Context: an optimization exercise on an open-source flow, tuned for few clock cycles. The choices shown serve that exercise and are no tape-out recipe.
In this exercise RTL edits were held to simulation tests only and were not proved equivalent to the original.

[flow/config.mk]
export PLATFORM = sky130hd
export DESIGN_NAME = dcache_wb
export DESIGN_NICKNAME = dcache_wb
export VERILOG_FILES = /design/flow/design.v
export SDC_FILE = /design/flow/constraint.sdc
export NUM_CORES = 4
export LEC_CHECK = 0
export CAP_MARGIN = 20
export CORE_MARGIN = 2
export CORE_UTILIZATION = 40
export SLEW_MARGIN = 20
[flow/run.sh]
#!/bin/bash
# synth_recipe.tcl (not shown) runs the flow's synth.tcl, then flattens the netlist and writes it again
# the make line also repeats each setting of config.mk as NAME=value (left out here)
make -C /OpenROAD-flow-scripts/flow DESIGN_CONFIG=/design/flow/config.mk WORK_HOME=/design/flow/orfs CLKGATE_MAP_FILE= SYNTH_SCRIPT=/design/flow/synth_recipe.tcl finish
[flow/design.v]
`default_nettype none
package dcache_pkg;
    localparam int c_DEF_INDEX_WIDTH  = 4;
    localparam int c_DEF_OFFSET_WIDTH = 2;
    localparam int c_WORD_LSB = 2;
    localparam int c_MISSQ_WIDTH  = 3;
    localparam int c_VICBUF_WIDTH = 6;
    typedef enum logic [1:0] {
        S_IDLE = 2'd0,
        S_WB   = 2'd1,
        S_FILL = 2'd2
    } state_t;
    function automatic int index_lsb(input int offset_width);
        index_lsb = c_WORD_LSB + offset_width;
    endfunction
    function automatic int tag_lsb(input int offset_width, input int index_width);
        tag_lsb = c_WORD_LSB + offset_width + index_width;
    endfunction
endpackage
`default_nettype wire
`default_nettype none
module dcache_array
#(
    parameter int INDEX_WIDTH  = dcache_pkg::c_DEF_INDEX_WIDTH,
    parameter int OFFSET_WIDTH = dcache_pkg::c_DEF_OFFSET_WIDTH,
    parameter int TAG_WIDTH    = 32 - dcache_pkg::c_WORD_LSB - dcache_pkg::c_DEF_OFFSET_WIDTH - dcache_pkg::c_DEF_INDEX_WIDTH
) (
    input  logic                            clk,
    input  logic                            inval_all,
    input  logic [INDEX_WIDTH-1:0]          rd_index,
    output logic                            rd_valid,
    output logic                            rd_dirty,
    output logic [TAG_WIDTH-1:0]            rd_tag,
    output logic [32*(1<<OFFSET_WIDTH)-1:0] rd_line,
    output logic [(1<<OFFSET_WIDTH)-1:0]    rd_pend,
    input  logic                            inst_en,
    input  logic [TAG_WIDTH-1:0]            inst_tag,
    input  logic                            inst_dirty,
    input  logic [(1<<OFFSET_WIDTH)-1:0]    inst_pend,
    input  logic                            inst_line_en,
    input  logic [32*(1<<OFFSET_WIDTH)-1:0] inst_line,
    input  logic                            st_en,
    input  logic [OFFSET_WIDTH-1:0]         st_word,
    input  logic [31:0]                     st_data,
    input  logic                            fill_en,
    input  logic [INDEX_WIDTH-1:0]          fill_index,
    input  logic [OFFSET_WIDTH-1:0]         fill_word,
    input  logic [31:0]                     fill_data,
    output logic                            fill_pend
);
    localparam int c_LINES = 1 << INDEX_WIDTH;
    localparam int c_WORDS = 1 << OFFSET_WIDTH;
    logic [c_LINES-1:0]   r_valid;
    logic [c_LINES-1:0]   r_dirty;
    logic [c_WORDS-1:0]   r_pend [c_LINES];
    logic [TAG_WIDTH-1:0] r_tag  [c_LINES];
    logic [31:0]          r_data [c_LINES][c_WORDS];
    assign rd_valid  = r_valid[rd_index];
    assign rd_dirty  = r_dirty[rd_index];
    assign rd_tag    = r_tag[rd_index];
    assign rd_pend   = r_pend[rd_index];
    assign fill_pend = r_pend[fill_index][fill_word];
    always_comb begin
        for (int w = 0; w < c_WORDS; w++) begin
            rd_line[32*w +: 32] = r_data[rd_index][w];
        end
    end
    always_ff @(posedge clk) begin
        if (inval_all) begin
            r_valid <= '0;
            r_dirty <= '0;
        end else begin
            if (inst_en) begin
                r_valid[rd_index] <= 1'b1;
                r_dirty[rd_index] <= inst_dirty;
            end else if (st_en) begin
                r_dirty[rd_index] <= 1'b1;
            end
        end
    end
    always_ff @(posedge clk) begin
        for (int l = 0; l < c_LINES; l++) begin
            if (inval_all) begin
                r_pend[l] <= '0;
            end else if (inst_en && rd_index == INDEX_WIDTH'(l)) begin
                r_pend[l] <= inst_pend;
            end else begin
                for (int w = 0; w < c_WORDS; w++) begin
                    if ((st_en && rd_index == INDEX_WIDTH'(l) && st_word == OFFSET_WIDTH'(w)) ||
                        (fill_en && fill_index == INDEX_WIDTH'(l) && fill_word == OFFSET_WIDTH'(w))) begin
                        r_pend[l][w] <= 1'b0;
                    end
                end
            end
        end
    end
    always_ff @(posedge clk) begin
        if (inst_en) begin
            r_tag[rd_index] <= inst_tag;
        end
    end
    always_ff @(posedge clk) begin
        for (int l = 0; l < c_LINES; l++) begin
            for (int w = 0; w < c_WORDS; w++) begin
                if (st_en && rd_index == INDEX_WIDTH'(l) && st_word == OFFSET_WIDTH'(w)) begin
                    r_data[l][w] <= st_data;
                end else if (inst_line_en && rd_index == INDEX_WIDTH'(l)) begin
                    r_data[l][w] <= inst_line[32*w +: 32];
                end else if (fill_en && fill_index == INDEX_WIDTH'(l) && fill_word == OFFSET_WIDTH'(w)) begin
                    r_data[l][w] <= fill_data;
                end
            end
        end
    end
endmodule
`default_nettype wire
`default_nettype none
module dcache_wb
#(
    parameter int INDEX_WIDTH  = dcache_pkg::c_DEF_INDEX_WIDTH,
    parameter int OFFSET_WIDTH = dcache_pkg::c_DEF_OFFSET_WIDTH
) (
    input  logic        clk,
    input  logic        rst,
    input  logic        cpu_cs,
    input  logic        cpu_we,
    input  logic [31:0] cpu_addr,
    input  logic [31:0] cpu_din,
    output logic [31:0] cpu_dout,
    output logic        cpu_stall,
    output logic        mem_cs,
    output logic        mem_we,
    output logic [31:0] mem_addr,
    output logic [31:0] mem_din,
    input  logic [31:0] mem_dout,
    input  logic        mem_ack,
    output logic [31:0] hit_cnt,
    output logic [31:0] miss_cnt
);
    localparam int TAG_WIDTH   = 32 - dcache_pkg::c_WORD_LSB - OFFSET_WIDTH - INDEX_WIDTH;
    localparam int LINE_WIDTH  = TAG_WIDTH + INDEX_WIDTH;
    localparam int c_INDEX_LSB = dcache_pkg::index_lsb(OFFSET_WIDTH);
    localparam int c_TAG_LSB   = dcache_pkg::tag_lsb(OFFSET_WIDTH, INDEX_WIDTH);
    localparam int c_WORDS     = 1 << OFFSET_WIDTH;
    localparam int c_QW        = dcache_pkg::c_MISSQ_WIDTH;
    localparam int c_Q         = 1 << c_QW;
    localparam int c_SW        = dcache_pkg::c_VICBUF_WIDTH;
    localparam int c_S         = 1 << c_SW;
    logic [TAG_WIDTH-1:0]    w_cpu_tag;
    logic [INDEX_WIDTH-1:0]  w_cpu_index;
    logic [OFFSET_WIDTH-1:0] w_cpu_word;
    logic [LINE_WIDTH-1:0]   w_cpu_line;
    assign w_cpu_tag   = cpu_addr[31:c_TAG_LSB];
    assign w_cpu_index = cpu_addr[c_TAG_LSB-1:c_INDEX_LSB];
    assign w_cpu_word  = cpu_addr[c_INDEX_LSB-1:dcache_pkg::c_WORD_LSB];
    assign w_cpu_line  = cpu_addr[31:c_INDEX_LSB];
    logic [c_QW:0]           r_cnt;
    logic [c_QW-1:0]         r_head;
    logic [c_QW-1:0]         r_tail;
    logic [OFFSET_WIDTH:0]   r_step;
    logic [INDEX_WIDTH-1:0]  r_q_idx  [c_Q];
    logic [TAG_WIDTH-1:0]    r_q_tag  [c_Q];
    logic [OFFSET_WIDTH-1:0] r_q_crit [c_Q];
    logic                    r_q_wb   [c_Q];
    logic [c_SW-1:0]         r_q_slot [c_Q];
    logic [INDEX_WIDTH-1:0]  r_h_idx;
    logic [TAG_WIDTH-1:0]    r_h_tag;
    logic [OFFSET_WIDTH-1:0] r_h_crit;
    logic                    r_h_wb;
    logic [c_SW-1:0]         r_h_slot;
    logic [LINE_WIDTH-1:0]   r_h_vline;
    logic [32*c_WORDS-1:0]   r_h_vdata;
    logic [c_S-1:0]          r_s_live;
    logic [c_S-1:0]          r_s_wb;
    logic [LINE_WIDTH-1:0]   r_s_line [c_S];
    logic [32*c_WORDS-1:0]   r_s_data [c_S];
    logic [c_SW-1:0]         r_s_ptr;
    logic                    w_rd_valid;
    logic                    w_rd_dirty;
    logic [TAG_WIDTH-1:0]    w_rd_tag;
    logic [32*c_WORDS-1:0]   w_rd_line;
    logic [c_WORDS-1:0]      w_rd_pend;
    logic                    w_inst_en;
    logic [c_WORDS-1:0]      w_inst_pend;
    logic                    w_inst_line_en;
    logic [32*c_WORDS-1:0]   w_inst_line;
    logic                    w_st_en;
    logic                    w_fill_en;
    logic [INDEX_WIDTH-1:0]  w_fill_index;
    logic [OFFSET_WIDTH-1:0] w_fill_word;
    logic                    w_fill_pend;
    dcache_array #(
        .INDEX_WIDTH  (INDEX_WIDTH),
        .OFFSET_WIDTH (OFFSET_WIDTH),
        .TAG_WIDTH    (TAG_WIDTH)
    ) u_array (
        .clk          (clk),
        .inval_all    (rst),
        .rd_index     (w_cpu_index),
        .rd_valid     (w_rd_valid),
        .rd_dirty     (w_rd_dirty),
        .rd_tag       (w_rd_tag),
        .rd_line      (w_rd_line),
        .rd_pend      (w_rd_pend),
        .inst_en      (w_inst_en),
        .inst_tag     (w_cpu_tag),
        .inst_dirty   (cpu_we),
        .inst_pend    (w_inst_pend),
        .inst_line_en (w_inst_line_en),
        .inst_line    (w_inst_line),
        .st_en        (w_st_en),
        .st_word      (w_cpu_word),
        .st_data      (cpu_din),
        .fill_en      (w_fill_en),
        .fill_index   (w_fill_index),
        .fill_word    (w_fill_word),
        .fill_data    (mem_dout),
        .fill_pend    (w_fill_pend)
    );
    logic                    w_busy;
    logic                    w_rd_phase;
    logic [INDEX_WIDTH-1:0]  w_h_idx;
    logic [OFFSET_WIDTH-1:0] w_rd_word;
    logic [c_SW-1:0]         w_h_slot;
    logic                    w_last;
    assign w_busy     = (r_cnt != '0);
    assign w_rd_phase = w_busy & ~r_step[OFFSET_WIDTH];
    assign w_h_idx    = r_h_idx;
    assign w_rd_word  = r_h_crit + r_step[OFFSET_WIDTH-1:0];
    assign w_h_slot   = r_h_slot;
    assign w_last     = w_busy & mem_ack & (&r_step[OFFSET_WIDTH-1:0]) &
                        (r_step[OFFSET_WIDTH] | ~r_h_wb);
    logic                    w_res_hit;
    logic                    w_wpend;
    logic                    w_fwd;
    logic                    w_idx_busy;
    logic                    w_accept;
    logic                    w_done;
    logic [c_S-1:0]          w_s_match;
    logic                    w_s_hit;
    always_comb begin
        w_idx_busy = 1'b0;
        for (int q = 0; q < c_Q; q++) begin
            if (c_QW'(q - int'(r_head)) < r_cnt[c_QW-1:0] || r_cnt[c_QW]) begin
                if (r_q_idx[q] == w_cpu_index) w_idx_busy = 1'b1;
            end
        end
    end
    always_comb begin
        w_inst_line = '0;
        for (int s = 0; s < c_S; s++) begin
            w_s_match[s] = r_s_live[s] & (r_s_line[s] == w_cpu_line);
            if (w_s_match[s]) w_inst_line = w_inst_line | r_s_data[s];
        end
    end
    assign w_s_hit = |w_s_match;
    assign w_res_hit = w_rd_valid & (w_rd_tag == w_cpu_tag);
    assign w_wpend   = w_rd_pend[w_cpu_word];
    assign w_fwd     = mem_ack & w_rd_phase & (w_h_idx == w_cpu_index) & (w_rd_word == w_cpu_word);
    assign w_accept  = cpu_cs & ~w_res_hit & ~r_cnt[c_QW] & ~w_idx_busy &
                       ~(w_rd_valid & r_s_wb[r_s_ptr]);
    assign w_done    = cpu_cs & ((w_res_hit & (cpu_we | ~w_wpend | w_fwd)) |
                                 (w_accept & (cpu_we | (~w_busy & mem_ack))));
    assign cpu_stall = cpu_cs & ~w_done;
    assign cpu_dout  = (~w_res_hit | w_wpend) ? mem_dout : w_rd_line[32*w_cpu_word +: 32];
    always_comb begin
        for (int w = 0; w < c_WORDS; w++) begin
            w_inst_pend[w] = ~w_s_hit &
                             ~((cpu_we | (~w_busy & mem_ack)) && w_cpu_word == OFFSET_WIDTH'(w));
        end
    end
    assign w_inst_en      = w_accept & ~rst;
    assign w_inst_line_en = w_accept & w_s_hit & ~rst;
    assign w_st_en        = cpu_cs & cpu_we & w_done & ~rst;
    assign w_fill_index   = w_busy ? w_h_idx : w_cpu_index;
    assign w_fill_word    = w_busy ? w_rd_word : w_cpu_word;
    assign w_fill_en      = mem_ack & ~rst &
                            (w_busy ? (w_rd_phase & w_fill_pend) : (w_accept & ~w_s_hit));
    assign mem_cs   = w_busy | (cpu_cs & ~w_res_hit);
    assign mem_we   = w_busy & r_step[OFFSET_WIDTH];
    assign mem_addr = ~w_busy ? {cpu_addr[31:dcache_pkg::c_WORD_LSB], 2'b00} :
                      r_step[OFFSET_WIDTH] ? {r_h_vline, r_step[OFFSET_WIDTH-1:0], 2'b00} :
                                             {r_h_tag, r_h_idx, w_rd_word, 2'b00};
    assign mem_din  = r_h_vdata[32*r_step[OFFSET_WIDTH-1:0] +: 32];
    always_ff @(posedge clk) begin
        if (rst) begin
            r_cnt  <= '0;
            r_head <= '0;
            r_tail <= '0;
            r_step <= '0;
        end else begin
            r_cnt <= r_cnt + (c_QW+1)'(w_accept) - (c_QW+1)'(w_last);
            if (w_accept) begin
                r_tail <= r_tail + 1'b1;
            end
            if (w_last) begin
                r_head <= r_head + 1'b1;
                r_step <= '0;
            end else if (w_busy) begin
                if (mem_ack) r_step <= r_step + 1'b1;
            end else if (w_accept && mem_ack) begin
                r_step <= (OFFSET_WIDTH+1)'(1);
            end
        end
    end
    always_ff @(posedge clk) begin
        if (w_accept) begin
            r_q_idx[r_tail]  <= w_cpu_index;
            r_q_tag[r_tail]  <= w_cpu_tag;
            r_q_crit[r_tail] <= w_cpu_word;
            r_q_wb[r_tail]   <= w_rd_valid & w_rd_dirty;
            r_q_slot[r_tail] <= r_s_ptr;
        end
    end
    logic [c_QW-1:0] w_next_head;
    assign w_next_head = r_head + 1'b1;
    always_ff @(posedge clk) begin
        if ((w_last && r_cnt == (c_QW+1)'(1)) || !w_busy) begin
            if (w_accept) begin
                r_h_idx   <= w_cpu_index;
                r_h_tag   <= w_cpu_tag;
                r_h_crit  <= w_cpu_word;
                r_h_wb    <= w_rd_valid & w_rd_dirty;
                r_h_slot  <= r_s_ptr;
                r_h_vline <= {w_rd_tag, w_cpu_index};
                r_h_vdata <= w_rd_line;
            end
        end else if (w_last) begin
            r_h_idx   <= r_q_idx[w_next_head];
            r_h_tag   <= r_q_tag[w_next_head];
            r_h_crit  <= r_q_crit[w_next_head];
            r_h_wb    <= r_q_wb[w_next_head];
            r_h_slot  <= r_q_slot[w_next_head];
            r_h_vline <= r_s_line[r_q_slot[w_next_head]];
            r_h_vdata <= r_s_data[r_q_slot[w_next_head]];
        end
    end
    always_ff @(posedge clk) begin
        if (rst) begin
            r_s_live <= '0;
            r_s_wb   <= '0;
        end else begin
            for (int s = 0; s < c_S; s++) begin
                if (w_accept && w_rd_valid && r_s_ptr == c_SW'(s)) begin
                    r_s_live[s] <= 1'b1;
                    r_s_wb[s]   <= w_rd_dirty;
                end else begin
                    if (w_accept && w_s_match[s]) r_s_live[s] <= 1'b0;
                    if (w_last && w_h_slot == c_SW'(s)) r_s_wb[s] <= 1'b0;
                end
            end
        end
    end
    always_ff @(posedge clk) begin
        if (rst) begin
            r_s_ptr <= '0;
        end else if (w_accept && w_rd_valid) begin
            r_s_ptr <= r_s_ptr + 1'b1;
        end
    end
    always_ff @(posedge clk) begin
        if (w_accept && w_rd_valid) begin
            r_s_line[r_s_ptr] <= {w_rd_tag, w_cpu_index};
            r_s_data[r_s_ptr] <= w_rd_line;
        end
    end
    assign hit_cnt  = 32'h0;
    assign miss_cnt = 32'h0;
endmodule
`default_nettype wire
[flow/constraint.sdc]
create_clock -name core_clock -period 9.0 [get_ports {clk}]
set_input_delay 1.8000 -clock core_clock [delete_from_list [all_inputs] [get_ports {clk}]]
set_output_delay 1.8000 -clock core_clock [all_outputs]
set_load 0.01 [all_outputs]
==> summary.txt <==
outcome did not finish; Exit stage 1_2_yosys; first error message ERROR: TCL interpreter returned an error: Source files actually used in the design:; Ys Warns 4
Testbench counts, summed over its fixed seeds: cycles 134,756.
